Background: an optimization exercise with open tools, aiming at small area, a short achievable clock period and few clock cycles per item. Do not read the settings as production practice.
At most, simulation tests tie the RTL to the original design; equivalence was not proved.

## conv_top
module conv_top (
    input  logic                   sclk,
    input  logic                   s_rst_n,
    input  logic                   cal_start,
    output logic                   busy,
    output conv_pkg::col_addr_t    data_rd_addr,
    output conv_pkg::band_t        row_cnt,
    input  conv_pkg::pix_col_t     col_data,
    output conv_pkg::param_addr_t  param_rd_addr,
    input  conv_pkg::weight_t      param_w_h0,
    input  conv_pkg::weight_t      param_w_h1,
    input  conv_pkg::weight_t      param_w_h2,
    input  conv_pkg::weight_t      param_w_h3,
    input  conv_pkg::weight_t      param_w_h4,
    output conv_pkg::kernel_t      bias_rd_addr,
    input  conv_pkg::bias_t        param_bias,
    output conv_pkg::act_t         conv_rslt_act,
    output logic                   conv_rslt_act_vld
);
For scale: roughly 98 I/O pins, roughly 0.012 mm^2 of cells after synthesis.
==> module conv_decode, before the edit <==
module conv_decode (
    input  logic        sclk,
    input  logic        s_rst_n,
    input  logic        cal_start,
    output logic        busy,
    output logic [4:0]  col,         
    output logic [2:0]  band,
    output logic        kern,
    output logic [3:0]  paddr,       
    output logic [4:0]  pwr,         
    output logic        tag_vld      
);
    logic        act;            
    logic        go;             
    logic        start;
    logic        last_col;
    logic        kern_d;
    logic        t0, t1;
    logic [2:0]  psi, psi_d, psi_p;
    assign start    = cal_start & ~busy;
    assign last_col = (col == 5'(28 - 1));
    assign t0       = act & (col >= 5'(5 - 1));
    assign go       = act & ~(last_col && band == 3'(8 - 1) && kern);
    assign kern_d   = (act && last_col && band == 3'(8 - 1)) ? ~kern : kern;
    assign psi      = kern ? 3'(paddr - 4'd5) : 3'(paddr);
    assign psi_d    = (psi == 3'd0) ? 3'd4 : psi - 3'd1;
    assign psi_p    = (psi == 3'd4) ? 3'd0 : psi + 3'd1;     
    for (genvar q = 0; q < 5; q++) begin : g_pwr
        assign pwr[q] = (psi_p == 3'(5 - 1 - q));
    end
    always_ff @(posedge sclk or negedge s_rst_n) begin
        if (!s_rst_n) begin
            act   <= 1'b0;
            col   <= '0;
            band  <= '0;
            kern  <= 1'b0;
            paddr <= 4'd4;
        end else begin
            act   <= go | start;
            kern  <= kern_d;
            paddr <= (kern_d ? 4'd5 : 4'd0) + 4'(psi_d);
            if (act) begin
                if (last_col) begin
                    col  <= '0;
                    band <= band + 3'd1;     
                end else begin
                    col <= col + 5'd1;
                end
            end else begin
                col <= {4'd0, start};
            end
        end
    end
    always_ff @(posedge sclk or negedge s_rst_n) begin
        if (!s_rst_n) begin
            t1      <= 1'b0;
            tag_vld <= 1'b0;
            busy    <= 1'b0;
        end else begin
            t1      <= t0;
            tag_vld <= t1;
            busy    <= start | go | t0 | t1 | tag_vld;
        end
    end
endmodule
export LEC_CHECK = 0
export CAP_MARGIN = 20
export CORE_MARGIN = 2
export CORE_UTILIZATION = 40
export CTS_BUF_LIST = sky130_fd_sc_hd__clkbuf_16
export CTS_CLUSTER_DIAMETER = 100
export CTS_CLUSTER_SIZE = 30
export SLEW_MARGIN = 20
create_clock -name core_clock -period 28.0 [get_ports {sclk}]
standard.sh (not shown) runs the stock make flow with config.mk's settings and CLKGATE_MAP_FILE= SYNTH_SCRIPT=/design/flow/synth_recipe.tcl, a recipe that flattens the netlist after the stock synthesis.
==> flow/flow/run.sh <==
#!/bin/bash
# Standard synthesis, then flow/polarity.py drops the inverters that
# synthesis leaves between full adders (a full adder is self-dual, so an fa
# cell may work on inverted signals), then the standard layout from the
# edited netlist, with port buffers of a fixed cell. Make output goes to
# standard_*.log here, each tool's own log to orfs/logs.
set -euo pipefail
R=$PWD/orfs/results/sky130hd/conv_top/base
KN=("BUFFER_PORTS_ARGS=-buffer_cell sky130_fd_sc_hd__buf_2")
if [[ -f flow/knobs.txt ]]; then
  while read -r line; do [[ -n "$line" ]] && KN+=("$line"); done < flow/knobs.txt
fi
bash standard.sh "${KN[@]}" "$R/1_2_yosys.v" > standard_synth.log 2>&1
cp "$R/1_2_yosys.v" "$R/1_2_yosys_std.v"
python3 flow/polarity.py "$R/1_2_yosys_std.v" "$R/1_2_yosys.v" > polarity.log 2>&1
bash standard.sh "${KN[@]}" finish > standard.log 2>&1
Other scripts of this flow, unchanged in this note and not shown: flow/flow/polarity.py
Change:
--- a/flow/design.v
+++ b/flow/design.v
@@ -24,61 +24,69 @@
     output logic        kern,
     output logic [3:0]  paddr,       
     output logic [4:0]  pwr,         
     output logic        tag_vld      
 );
     logic        act;            
-    logic        go;             
+    logic        act_d;
+    logic        kern_d;
     logic        start;
     logic        last_col;
-    logic        kern_d;
     logic        t0, t1;
-    logic [2:0]  psi, psi_d, psi_p;
+    logic [2:0]  psi, psi_d;
     assign start    = cal_start & ~busy;
     assign last_col = (col == 5'(28 - 1));
     assign t0       = act & (col >= 5'(5 - 1));
-    assign go       = act & ~(last_col && band == 3'(8 - 1) && kern);
-    assign kern_d   = (act && last_col && band == 3'(8 - 1)) ? ~kern : kern;
-    assign psi      = kern ? 3'(paddr - 4'd5) : 3'(paddr);
     assign psi_d    = (psi == 3'd0) ? 3'd4 : psi - 3'd1;
-    assign psi_p    = (psi == 3'd4) ? 3'd0 : psi + 3'd1;     
-    for (genvar q = 0; q < 5; q++) begin : g_pwr
-        assign pwr[q] = (psi_p == 3'(5 - 1 - q));
+    always_comb begin
+        kern_d = kern;
+        act_d  = act | start;
+        if (act && last_col && band == 3'(8 - 1)) begin
+            kern_d = ~kern;
+            if (kern)
+                act_d = 1'b0;
+        end
     end
     always_ff @(posedge sclk or negedge s_rst_n) begin
         if (!s_rst_n) begin
             act   <= 1'b0;
             col   <= '0;
             band  <= '0;
             kern  <= 1'b0;
-            paddr <= 4'd4;
+            psi   <= '0;
+            paddr <= '0;
         end else begin
-            act   <= go | start;
+            act   <= act_d;
             kern  <= kern_d;
+            psi   <= psi_d;
             paddr <= (kern_d ? 4'd5 : 4'd0) + 4'(psi_d);
             if (act) begin
                 if (last_col) begin
                     col  <= '0;
                     band <= band + 3'd1;     
                 end else begin
                     col <= col + 5'd1;
                 end
-            end else begin
-                col <= {4'd0, start};
+            end else if (start) begin
+                col <= 5'd1;
             end
         end
     end
+    always_ff @(posedge sclk) begin
+        for (int q = 0; q < 5; q++)
+            pwr[q] <= (psi == 3'(5 - 1 - q));
+    end
     always_ff @(posedge sclk or negedge s_rst_n) begin
         if (!s_rst_n) begin
             t1      <= 1'b0;
             tag_vld <= 1'b0;
             busy    <= 1'b0;
         end else begin
             t1      <= t0;
             tag_vld <= t1;
-            busy    <= start | go | t0 | t1 | tag_vld;
+            busy    <= act_d | t0 | t1 | tag_vld;
         end
     end
 endmodule
 module conv_execute (
     input  logic                sclk,
     input  conv_pkg::pix_col_t  col_data,
Outcome: Routed wire length goes up by 1.7%. Final area climbs by 0.95%. Worst setup slack improves by 0.042 ns. Register-to-register slack is better by 0.11 ns. Clock skew goes up by 0.0062 ns. Hold slack loses 0.0064 ns.
Testbench counts after the change, summed over its fixed seeds: cycles 21,648, results 18,432.
No functional check of the RTL was part of the first run of this note.

-- port drivers added, routing unchanged --
No port has a modelled driver above. Below, the same layouts with a new extraction and two added sets of constraints.
Step 1 assumes that a clkbuf_16 drives the clock port and a buf_2 every other input.
Step 2 also shifts input and output timing later by t, the mid clock arrival at the registers, as if the neighbouring blocks saw the same clock.
Three values: ideal ports, drivers, drivers and shift; two values: the first two.
| run | shift t [ns] | setup slack, ns | latest minus earliest clock arrival (ns) |
|---|---|---|---|
| the first run | 0.542 | 21.167 / 21.115 / 21.621 | 0.022 / 0.022 |
| the second run | 0.542 | 21.209 / 21.162 / 21.289 | 0.026 / 0.026 |
After both steps every run listed still meets setup and hold.
